Context: an optimization exercise on an open-source flow, tuned for small area and few clock cycles. The choices shown serve that exercise and are no tape-out recipe.

== onyx ==
// weight_update_engine
module weight_update_engine #(
  parameter int unsigned DATA_W = 16,
  parameter int unsigned FRAC_W = 8,
  parameter int unsigned LANES  = 4,
  parameter int unsigned DEPTH  = 64
) (
  input  logic                    i_clk,
  input  logic                    i_rst,
  input  logic                    i_start,
  input  logic                    i_mode,
  input  logic [DATA_W-1:0]       i_lr,
  input  logic                    i_in_valid,
  output logic                    o_in_ready,
  input  logic [LANES*DATA_W-1:0] i_w_old,
  input  logic [LANES*DATA_W-1:0] i_delta,
  output logic                    o_out_valid,
  input  logic                    i_out_ready,
  output logic [LANES*DATA_W-1:0] o_w_new,
  output logic                    o_busy,
  output logic                    o_done
);
  localparam int unsigned BEATS = DEPTH / LANES;
  localparam int unsigned CNT_W = $clog2(BEATS);
  logic                    r_busy;
  logic [CNT_W-1:0]        r_cnt;       
  logic [DATA_W-1:0]       r_lr;
  logic                    r_valid;
  logic [LANES*DATA_W-1:0] r_w_new;
  logic [LANES*DATA_W-1:0] w_w_new;
  logic w_in_fire;
  logic w_out_fire;
  logic w_cnt_last;
  logic w_last;
  ...
Settings: LEC_CHECK=0, CAP_MARGIN=20, CORE_MARGIN=2, CORE_UTILIZATION=40, SLEW_MARGIN=20, SYNTH_HIERARCHICAL=1; clock period 8.5 ns.
standard.sh (not shown) runs the stock make flow with config.mk's settings and CLKGATE_MAP_FILE= SYNTH_SCRIPT=/design/flow/synth_recipe.tcl, a recipe that flattens the netlist after the stock synthesis.
==> flow/flow/run.sh <==
#!/bin/bash
# Standard layout, with the port buffers made from plain buffers instead of delay cells.
set -euo pipefail
bash standard.sh "BUFFER_PORTS_ARGS=-buffer_cell sky130_fd_sc_hd__buf_2" finish > standard.log 2>&1
onyx | stages: all done | timing, DRC, antenna: all pass
Inputs modified between onyx and quartz:
--- a/flow/design.v
+++ b/flow/design.v
@@ -16,59 +16,41 @@
   output logic                    o_out_valid,
   input  logic                    i_out_ready,
   output logic [LANES*DATA_W-1:0] o_w_new,
   output logic                    o_busy,
   output logic                    o_done
 );
   localparam int unsigned BEATS = DEPTH / LANES;
   localparam int unsigned CNT_W = $clog2(BEATS);
-  logic                    r_busy;
-  logic [CNT_W-1:0]        r_cnt;       
-  logic [DATA_W-1:0]       r_lr;
-  logic                    r_valid;
-  logic [LANES*DATA_W-1:0] r_w_new;
-  logic [LANES*DATA_W-1:0] w_w_new;
-  logic w_in_fire;
-  logic w_out_fire;
-  logic w_cnt_last;
+  logic              r_busy;
+  logic [CNT_W-1:0]  r_cnt;
+  logic [DATA_W-1:0] r_lr;
+  logic w_fire;
   logic w_last;
-  assign w_cnt_last  = (r_cnt == CNT_W'(BEATS - 1));
   assign o_busy      = r_busy;
-  assign o_in_ready  = r_busy && (!r_valid || (i_out_ready && !w_cnt_last));
-  assign w_in_fire   = i_in_valid && o_in_ready;
-  assign w_out_fire  = r_valid && i_out_ready;
-  assign w_last      = w_out_fire && w_cnt_last;
-  assign o_out_valid = r_valid;
-  assign o_w_new     = r_w_new;
+  assign o_in_ready  = r_busy && i_out_ready;
+  assign o_out_valid = r_busy && i_in_valid;
+  assign w_fire      = r_busy && i_in_valid && i_out_ready;
+  assign w_last      = w_fire && (r_cnt == CNT_W'(BEATS - 1));
   assign o_done      = w_last;
   always_ff @(posedge i_clk) begin
     if (i_rst) begin
       r_busy <= 1'b0;
     end else if (!r_busy) begin
       r_busy <= i_start;
     end else if (w_last) begin
       r_busy <= 1'b0;
     end
   end
   always_ff @(posedge i_clk) begin
-    if (i_rst) begin
-      r_valid <= 1'b0;
-    end else if (!r_valid || i_out_ready) begin
-      r_valid <= w_in_fire;
-    end
-  end
-  always_ff @(posedge i_clk) begin
-    if (w_in_fire) r_w_new <= w_w_new;
-  end
-  always_ff @(posedge i_clk) begin
     if (!r_busy) begin
       r_cnt <= '0;
       r_lr  <= i_mode ? i_lr : {{(DATA_W-FRAC_W){1'b1}}, {FRAC_W{1'b0}}};
-    end else if (w_out_fire) begin
+    end else if (w_fire) begin
       r_cnt <= r_cnt + CNT_W'(1);
     end
   end
   logic [7:0] w_neg, w_one, w_two;
   logic [16:0] w_lrx;
   assign w_lrx = {r_lr, 1'b0};
   always_comb begin
     for (int k = 0; k < 8; k++) begin
@@ -80,17 +62,17 @@
   end
   for (genvar g = 0; g < LANES; g++) begin : g_lane
     wue_lane u_lane (
       .d   (i_delta[g*DATA_W +: DATA_W]),
       .w   (i_w_old[g*DATA_W +: DATA_W]),
       .neg (w_neg),
       .one (w_one),
       .two (w_two),
-      .r   (w_w_new[g*DATA_W +: DATA_W])
+      .r   (o_w_new[g*DATA_W +: DATA_W])
     );
   end
 endmodule
 module wue_lane (
   input  logic [15:0] d,
   input  logic [15:0] w,
   input  logic [7:0]  neg,
   input  logic [7:0]  one,
@@ -518,24 +500,31 @@
   wue_ha u_ha18 (.a(s255), .b(c250), .s(s257), .co(c258));
   wue_ha u_ha19 (.a(s259), .b(c256), .s(s261), .co(c262));
   wue_ha u_ha20 (.a(s263), .b(c260), .s(s265), .co(c266));
   wue_ha u_ha21 (.a(~pp7[15]), .b(c264), .s(s267), .co(c268));
   wue_ha u_ha22 (.a(~pp7[16]), .b(pp7[15]), .s(s269), .co(c270));
   logic [31:0] ra, rb, sum;
   assign ra = {c270, c268, c266, c262, c258, c252, c246, c238, c228, c216, c204, c190, c176, c160, c144, c128, c112, c96, c82, c68, s65, c44, c34, s31, c18, c12, c8, s5, c2, ~pp0[2], pp0[0], neg[0]};
   assign rb = {1'b0, s269, s267, s265, s261, s257, s251, s245, s237, s227, s215, s203, s189, s175, s159, s143, s127, s111, s95, s81, s67, s55, s43, s33, s23, s17, s11, s7, s3, s1, ~pp0[1], ~pp0[0]};
-  assign sum = ra + rb + 32'h80000000;
+  logic [23:0] lo;
+  logic [8:0]  hi0, hi1;
+  logic        ovf0, ovf1, ovf, sgn;
+  assign lo   = {1'b0, ra[22:0]} + {1'b0, rb[22:0]};
+  assign hi0  = ra[31:23] + rb[31:23] + 9'h100;
+  assign hi1  = ra[31:23] + rb[31:23] + 9'h100 + 9'h001;
+  assign ovf0 = (hi0 != 9'h000) && (hi0 != 9'h1ff);
+  assign ovf1 = (hi1 != 9'h000) && (hi1 != 9'h1ff);
+  assign ovf  = lo[23] ? ovf1 : ovf0;
+  assign sgn  = lo[23] ? hi1[8] : hi0[8];
   always_comb begin
-    if (!sum[31] && (sum[30:23] != 8'h00))
-      r = 16'h7fff;
-    else if (sum[31] && (sum[30:23] != 8'hff))
-      r = 16'h8000;
+    if (ovf)
+      r = sgn ? 16'h8000 : 16'h7fff;
     else
-      r = sum[23:8];
+      r = {ra[23] ^ rb[23] ^ lo[23], lo[22:8]};
   end
 endmodule
 module wue_ha (
   input  logic a,
   input  logic b,
   output logic s,
   output logic co
 );
Findings:
[quartz] flow finished | final checks: failed | reasons: negative setup slack. Share of the synthesized area in compound gates (AO/OA/AOI/OAI) down 0.37 points in quartz wrt onyx. Final cell count, onyx and quartz, lower one = quartz. Diff onyx -> quartz: wire length has decreased, growth of design area from synthesis to finish now larger, worst hold slack essentially unchanged, non-clock buffer count increased by 100% relative to the old numbers, count of buffering cells on the critical path with inverters included held. Going from onyx to quartz, ratio of cells with drive above 1 in the final layout grows by 17 points. The post-route met1 wirelength in quartz sits 10% below the value recorded for onyx. The final reports for quartz and onyx show number of setup violations in the final report higher in the former. Looking only at transition time of the tightest slew-check pin, and setting everything else aside, the higher value of onyx and quartz goes to onyx. Summary — global routing usage on met3, quartz relative to onyx: lower, by 0.68 points. Relative to onyx, final clock period utilization by the worst path has increased by 11 points in quartz.
No run of this note included a check of the RTL's function; only the layout flow was run.

[static timing again, ports no longer ideal]
In the flow no input, the clock included, has a driving cell. The finished layouts below were timed again as built, in two steps. Step 1 assumes that a clkbuf_16 drives the clock port and a buf_2 every other input. Step 2 moves the port delays by t, midway between the first and last clock arrival at a register: inputs arrive t later, outputs are due t later. That takes back most of the time a late clock gives input paths. Three values: ideal ports, drivers, drivers and shift; two values: the first two.
run	shift t [ns]	setup WS [ns]	latest minus earliest clock arrival (ns)	worst register clock-pin slew, ns	cell pins on the clock port's net
onyx	0.444	0.831 / 0.831 / 0.640	0.018 / 0.018	0.08 / 0.08	1
quartz	0.309	-0.122 / -0.169 / -0.169	0.013 / 0.013	0.07 / 0.07	1
For onyx, which loses most, drivers alone change the setup slack by 0.000 ns; drivers and shift together by -0.191 ns.
